Source: an optimization exercise on an open RTL-to-GDS flow (aim: small area and few clock cycles per item). Production flows keep margins and buffers that such runs may drop.
Only simulation tests tie the RTL to the original design; equivalence was not proved.

[flow/run.sh]
#!/bin/bash
# synth_recipe.tcl (not shown) runs the flow's synth.tcl, then flattens the netlist and writes it again
# the make line also repeats each setting of config.mk as NAME=value (left out here)
make -C /OpenROAD-flow-scripts/flow DESIGN_CONFIG=/design/flow/config.mk WORK_HOME=/design/flow/orfs CLKGATE_MAP_FILE= SYNTH_SCRIPT=/design/flow/synth_recipe.tcl finish
[flow/constraint.sdc]
create_clock -name core_clock -period 6.5 [get_ports {clk}]
set_input_delay 1.3000 -clock core_clock [delete_from_list [all_inputs] [get_ports {clk}]]
set_output_delay 1.3000 -clock core_clock [all_outputs]
set_load 0.01 [all_outputs]
[flow/config.mk]
export PLATFORM = sky130hd
export DESIGN_NAME = well512_random_generator_unit
export DESIGN_NICKNAME = well512_random_generator_unit
export VERILOG_FILES = /design/flow/design.v
export SDC_FILE = /design/flow/constraint.sdc
export NUM_CORES = 4
export LEC_CHECK = 0
export CAP_MARGIN = 20
export CORE_MARGIN = 2
export CORE_UTILIZATION = 40
export SLEW_MARGIN = 20
[flow/design.v]
`timescale 1ns / 1ps
package wrg_pkg;
  localparam int POOL_DEPTH = 16;
  localparam int ADDR_W     = $clog2(POOL_DEPTH);
  localparam int WORD_W     = 32;
  typedef logic [ADDR_W-1:0] addr_t;
  typedef logic [WORD_W-1:0] word_t;
  localparam word_t SEED_RESET  = 32'd1;
  localparam word_t TEMPER_MASK = 32'hDA44_2D24;
  localparam addr_t OFF_FAR     = ADDR_W'(13);
  localparam addr_t OFF_MID     = ADDR_W'(9);
  localparam addr_t OFF_PREV    = ADDR_W'(15);
  typedef struct packed {
    logic  en;
    addr_t pos;
  } rd_req_t;
  typedef struct packed {
    logic  en;
    addr_t addr;
    word_t data;
  } wr_req_t;
  typedef struct packed {
    logic busy;
    logic fire;
  } core_stat_t;
endpackage
`timescale 1ns / 1ps
module wrg_pool (
  input  logic            clk,
  input  logic            rst,
  input  logic            clear,
  input  wrg_pkg::word_t  seed,
  input  wrg_pkg::rd_req_t rd,
  input  wrg_pkg::wr_req_t wr,
  output wrg_pkg::word_t  far_word,
  output wrg_pkg::word_t  mid_word,
  output wrg_pkg::word_t  prev_word
);
  wrg_pkg::word_t mem_a [0:wrg_pkg::POOL_DEPTH-1];
  wrg_pkg::word_t mem_b [0:wrg_pkg::POOL_DEPTH-1];
  logic [wrg_pkg::POOL_DEPTH-1:0] valid;
  wrg_pkg::addr_t addr_far;
  wrg_pkg::addr_t addr_mid;
  wrg_pkg::addr_t addr_prev;
  wrg_pkg::word_t q_far, q_mid, q_prev;
  wrg_pkg::word_t dflt_far, dflt_mid, dflt_prev;
  logic  v_far, v_mid, v_prev;
  assign addr_far  = rd.pos + wrg_pkg::OFF_FAR;
  assign addr_mid  = rd.pos + wrg_pkg::OFF_MID;
  assign addr_prev = rd.pos + wrg_pkg::OFF_PREV;
  always_ff @(posedge clk) begin
    if (wr.en) begin
      mem_a[wr.addr] <= wr.data;
      mem_b[wr.addr] <= wr.data;
    end
  end
  always_ff @(posedge clk) begin
    if (rst || clear) begin
      valid <= '0;
    end else if (wr.en) begin
      valid[wr.addr] <= 1'b1;
    end
  end
  always_ff @(posedge clk) begin
    if (rd.en) begin
      q_far     <= mem_a[addr_far];
      q_mid     <= mem_a[addr_mid];
      q_prev    <= mem_b[addr_prev];
      v_far     <= valid[addr_far];
      v_mid     <= valid[addr_mid];
      v_prev    <= valid[addr_prev];
      dflt_far  <= seed * {{(wrg_pkg::WORD_W-wrg_pkg::ADDR_W){1'b0}}, addr_far};
      dflt_mid  <= seed * {{(wrg_pkg::WORD_W-wrg_pkg::ADDR_W){1'b0}}, addr_mid};
      dflt_prev <= seed * {{(wrg_pkg::WORD_W-wrg_pkg::ADDR_W){1'b0}}, addr_prev};
    end
  end
  assign far_word  = v_far  ? q_far  : dflt_far;
  assign mid_word  = v_mid  ? q_mid  : dflt_mid;
  assign prev_word = v_prev ? q_prev : dflt_prev;
endmodule
`timescale 1ns / 1ps
module wrg_core (
  input  logic              clk,
  input  logic              rst,
  input  logic              clear,
  input  wrg_pkg::rd_req_t  rd,
  input  wrg_pkg::word_t    far_word,
  input  wrg_pkg::word_t    mid_word,
  input  wrg_pkg::word_t    prev_word,
  output wrg_pkg::wr_req_t  wr,
  output wrg_pkg::core_stat_t stat,
  output logic              in_ready,
  output logic              out_valid,
  input  logic              out_ready,
  output wrg_pkg::word_t    out_word
);
  logic  s1_valid;
  wrg_pkg::addr_t s1_pos;
  wrg_pkg::word_t cur;
  logic  fire;
  wrg_pkg::word_t b, c, a_new, d, w;
  always_comb begin
    b     = cur ^ far_word ^ (cur << 16) ^ (far_word << 15);
    c     = mid_word ^ (mid_word >> 11);
    a_new = b ^ c;
    d     = a_new ^ ((a_new << 5) & wrg_pkg::TEMPER_MASK);
    w     = prev_word ^ b ^ d ^ (prev_word << 2) ^ (b << 18) ^ (c << 28);
  end
  assign fire     = s1_valid && (!out_valid || out_ready);
  assign in_ready = !s1_valid || fire;
  assign wr.en    = fire;
  assign wr.addr  = s1_pos;
  assign wr.data  = a_new;
  assign stat.busy = s1_valid;
  assign stat.fire = fire;
  always_ff @(posedge clk) begin
    if (rst || clear) begin
      s1_valid <= 1'b0;
    end else if (rd.en) begin
      s1_valid <= 1'b1;
    end else if (fire) begin
      s1_valid <= 1'b0;
    end
  end
  always_ff @(posedge clk) begin
    if (rd.en) begin
      s1_pos <= rd.pos;
    end
  end
  always_ff @(posedge clk) begin
    if (rst || clear) begin
      cur <= '0;
    end else if (fire) begin
      cur <= w;
    end
  end
  always_ff @(posedge clk) begin
    if (rst || clear) begin
      out_valid <= 1'b0;
    end else if (fire) begin
      out_valid <= 1'b1;
    end else if (out_ready) begin
      out_valid <= 1'b0;
    end
  end
  always_ff @(posedge clk) begin
    if (fire) begin
      out_word <= w;
    end
  end
endmodule
`timescale 1ns / 1ps
module well512_random_generator_unit (
  input  logic        clk,
  input  logic        rst,
  input  logic        s_axis_tvalid,
  output logic        s_axis_tready,
  input  logic [7:0]  s_axis_tdata,    
  output logic        m_axis_tvalid,
  input  logic        m_axis_tready,
  output logic [31:0] m_axis_tdata,    
  input  logic        seed_we,
  input  logic [31:0] seed_wdata
);
  wrg_pkg::word_t      seed;
  wrg_pkg::addr_t      position;
  logic       draw_go;
  wrg_pkg::rd_req_t    rd;
  wrg_pkg::wr_req_t    wr;
  wrg_pkg::core_stat_t stat;
  wrg_pkg::word_t      far_word, mid_word, prev_word;
  assign draw_go = s_axis_tvalid && s_axis_tready && s_axis_tdata[0];
  assign rd.en   = draw_go;
  assign rd.pos  = position;
  always_ff @(posedge clk) begin
    if (rst) begin
      seed <= wrg_pkg::SEED_RESET;
    end else if (seed_we) begin
      seed <= seed_wdata;
    end
  end
  always_ff @(posedge clk) begin
    if (rst || seed_we) begin
      position <= '0;
    end else if (draw_go) begin
      position <= position - wrg_pkg::ADDR_W'(1);
    end
  end
  wrg_pool u_pool (
    .clk       (clk),
    .rst       (rst),
    .clear     (seed_we),
    .seed      (seed),
    .rd        (rd),
    .wr        (wr),
    .far_word  (far_word),
    .mid_word  (mid_word),
    .prev_word (prev_word)
  );
  wrg_core u_core (
    .clk       (clk),
    .rst       (rst),
    .clear     (seed_we),
    .rd        (rd),
    .far_word  (far_word),
    .mid_word  (mid_word),
    .prev_word (prev_word),
    .wr        (wr),
    .stat      (stat),
    .in_ready  (s_axis_tready),
    .out_valid (m_axis_tvalid),
    .out_ready (m_axis_tready),
    .out_word  (m_axis_tdata)
  );
endmodule
==> summary.txt <==
==> path summary, 6_finish.rpt <==
| path | startpoint | end | slack [ps] | cells after the start |
|---|---|---|---|---|
| setup reg to reg | position[1] | u_pool.dflt_mid[31] | 890 | 17 |
| hold / removal | u_core.cur[20] | u_core.cur[20] | 470 | 2 |
| hold reg to reg | u_core.cur[20] | u_core.cur[20] | 470 | 2 |
| setup / recovery | position[1] | u_pool.dflt_mid[31] | 890 | 17 |
==> report_power, final <==
| part | internal [uW] | total [uW] | switching (uW) |
|---|---|---|---|
| registers | 6280 | 6450 | 171 |
| clock network | 3030 | 5230 | 2200 |
| logic | 1100 | 2890 | 1790 |
==> routing by layer <==
| layer | vias to the layer above | wire (um) | GRT usage (%) |
|---|---|---|---|
| li1 | 12500 | - | - |
| met1 | 15300 | 55300 | 29.7 |
| met2 | 1084 | 65400 | 36.8 |
| met3 | 180 | 7720 | 2.41 |
| met4 | 2 | 3830 | 6.73 |
| met5 | - | 10 | 0 |
==> area by class of cell <==
class | count | share of cell area, %
clock buffer | 104 | 4.26
timing repair buffer | 158 | 2.66
tap | 1612 | 3.73
multi-input combinational | 2056 | 41.6
inverter | 325 | 2.26
sequential | 826 | 44.3
clock inverter | 61 | 1.22
==> through the flow <==
stage / hold slack (ps) / utilization (%)
2_1_floorplan: 403 / -
4_1_cts: 467 / 45.2
5_1_grt: 496 / 45.2
3_5_place_dp: 459 / 42.7
3_3_place_gp: 453 / 42.7
6_report: 466 / 45.2
==> Yosys cell counts, types with 18 or more instances <==
cell      count
fa_1        171
nand2_1     132
nor2_1      195
and2_1      150
nor3_1       44
nor2b_1      74
a21oi_1     137
buf_2        54
clkbuf_1     96
o21ai_0      37
mux4_2      363
mux2i_1      87
ha_1        102
xnor2_1     245
nand2b_1     18
nand3_1      26
inv_1       324
edfxtp_1    740
xor2_1      100
a21o_1       18
dfxtp_1      86
==> layout by cell type, fill, tap and decap left out, drive strengths merged, types with 7 or more instances in the layout <==
| cell | netlist | routed |
|---|---|---|
| a211oi | 14 | 14 |
| mux2i | 87 | 87 |
| fa | 171 | 171 |
| edfxtp | 740 | 740 |
| nor2 | 195 | 195 |
| clkinv | 0 | 34 |
| bufinv | 0 | 12 |
| o21ai | 46 | 46 |
| o21a | 13 | 13 |
| a21oi | 137 | 137 |
| xor2 | 101 | 101 |
| a21o | 19 | 19 |
| clkbuf | 98 | 104 |
| nand3 | 26 | 26 |
| dfxtp | 86 | 86 |
| inv | 325 | 333 |
| nand2b | 18 | 18 |
| clkinvlp | 0 | 7 |
| xnor2 | 251 | 251 |
| o211ai | 8 | 8 |
| nor3 | 44 | 44 |
| mux4 | 363 | 363 |
| nor2b | 75 | 75 |
| buf | 70 | 88 |
| and3 | 9 | 9 |
| o21bai | 12 | 12 |
| ha | 102 | 102 |
| nand2 | 132 | 132 |
| a31oi | 11 | 11 |
| nand4 | 8 | 8 |
| and2 | 151 | 151 |
| clkdlybuf4s50 | 0 | 70 |
| o31ai | 7 | 7 |
==> worst max-delay path, cell delays in order (launching register included) <==
cell and delay, ps:
dfxtp_1 390, buf_4 190, ha_1 360, xor2_4 670, buf_4 790, and2_1 270, fa_1 420, inv_1 80
fa_1 410, inv_1 70, ha_1 240, o21ai_0 120, nand2b_1 100, a21o_1 190, nand4_1 100, o21ai_0 520
mux2i_1 250, nand4_1 110
==> kinds of logic after synthesis <==
group	Yosys count
adder cells (fa/ha/maj)	273
AND/OR/NAND/NOR	678
XOR/XNOR	352
buffers and inverters	493
AO/OA/AOI/OAI	303
multiplexers	450
flip-flops	826
==> flip-flops by register name, summed over array words and instances (netlist names), 4 cells and up <==
| signal | count |
|---|---|
| u_core.cur | 32 |
| u_pool.mem_b | 512 |
| u_core.out_word | 32 |
| u_pool.dflt_mid | 31 |
| position | 4 |
| seed | 32 |
| u_pool.q_prev | 32 |
| u_pool.dflt_prev | 32 |
| u_pool.valid | 16 |
| u_pool.q_mid | 32 |
| u_pool.q_far | 32 |
| u_core.s1_pos | 4 |
| u_pool.dflt_far | 30 |
==> flow_summary.ini <==
[run_status]
outcome = no timing/DRC/antenna violations

[global_routing]
first_global_vias = 29000
antenna_found_initial = 5
pin_count_of_the_biggest_net_entering_global_routing = 146
globalRoute.totalOverflow = 0
grt_first_pass_wirelength_um = 196000
grt.total_usage_pct = 21.8

[cells_and_area]
share_of_cells_above_drive_strength_1_pct = 18.3
instances_no_fill = 5142
final_area_um2 = 54000
syn_to_final_growth_pct = 12.5
nNetsFinal = 3774
fill_cells = 10700
antenna_cells = 0
sequential_cell_area_um2 = 23900
multi_input_combinational_cell_area_um2 = 22500

[placed_design]
dp_slack_ps = 956
dp_hpwl_um = 91700
placed_cells_incl_taps = 4977
place.port_buffers = 71
gp_congestion = 0.914
dpl_cell_area_um2 = 51100

[floorplan]
design.die.area_um2 = 123000
num_io_pins = 79
floorplan.core_area_um2 = 119000
floorplan.initialDensity_pct = 40.2
placement_rows = 127
die_x_um = 351
die_y_um = 351

[critical_path]
cp.arrival_ps = 6030
startpoint_type = flop
timing.critical_path.required_ps = 6910
worstSetupPathType = reg2reg
critical_path.max_fanout = 38
critPathCaptureType = flop

[detailed_routing]
drt_iter0_drc = 2945
detail_route.drc_violations = 0
postRouteAntennaNets = 0
wl_per_cell_um = 25.7
routed_wirelength_um = 132000
first_pass_iteration_count_of_the_detailed_router = 5
via_per_inst = 5.65
vias = 29100

[logic_synthesis]
synth_edf_count = 740
postSynth.topFlopCell = edfxtp_1
synth_cell_types = 78
synth_top_area_share_pct = 46.2
total_nets_after_synthesis = 3693
combinational_family_with_the_most_area_after_synthesis = multiplexers
synth-compound-area-share_pct = 3.96
ys.warnings.count = 3
netlist_area_um2 = 48100
async_flop_share_pct = 0
syn-mean-instance-area_um2 = 14.2
synth.area.mux_share_pct = 18.8
netlist_instances = 3375
post_synth_fa_ha_maj_area_fraction_pct = 9.78
synth_sequential_area_ratio_pct = 49.8
ffs_latches_synth = 826
synth-simple-area-share_pct = 7.01
yosys.area_share.xor_xnor_pct = 6.55
synth_largest_area_cell = edfxtp_1
yosys-top-cells-area = edfxtp_1 46%, mux4_2 17%, fa_1 7.1%

[clocking]
buffer_count_from_post_cts_setup_fixing = 0
cts_buffer_depth = 3
cts_tree = yes
cts_made_buffers = 89
post_cts_resize_count = 0
cts_sinks = 826
clock_tree.htree_level_count = 3
insertion_delay_ps = 680
clk_pin_slew_ps = 70
cts_hold_repair.buffers = 0
clock-root-buffer = clkbuf_16

[power]
vdd.ir_drop.worst_mv = 0.214
power.leakage_uw = 0.0192
powerDensity_nw_per_um2 = 270
p_total_uw = 14600

[sta]
finalHoldViolCount = 0
maxSlewViolCount = 0
timing.slew.headroom_pct = 31.8
final.period_utilization_pct = 86.4
period_minus_slack_ps = 5610
fmax_mhz = 178
final_critical_path_setup_slack_ps = 886
fin_skew_ps = 30.9
worst_slew_pin_slew_ps = 1020
timing.setup.tns_ps = 0
setup-violations-final = 0
rsz0062_at_grt = false

[run]
drv_cap = 0

[hold_path]
timing.hold.worst.class = reg2reg
Testbench counts, summed over its fixed seeds: cycles 16,480, items 16,384.

port drivers added, routing unchanged:
The flow's constraints put no driver on any port. The routed layout listed below was extracted and timed again, unchanged, in two steps. Step 1, drivers: a clkbuf_16 drives clk and a buf_2 each remaining input, both assumed. Step 2 moves the port delays by t, midway between the first and last clock arrival at a register: inputs arrive t later, outputs are due t later. That takes back most of the time a late clock gives input paths. Three values: ideal, step 1, step 2; two values: the first two.
shift t [ns]: 0.742
setup WS [ns]: 0.886 / 0.886 / 0.886
worst register clock-pin slew, ns: 0.07 / 0.07
worst slew at a driven data input, ns: 0.07
cell pins on the clock port's net: 1
After both steps setup and hold are still met in this run. For this run, drivers alone change the setup slack by 0.000 ns; drivers and shift together by 0.000 ns.
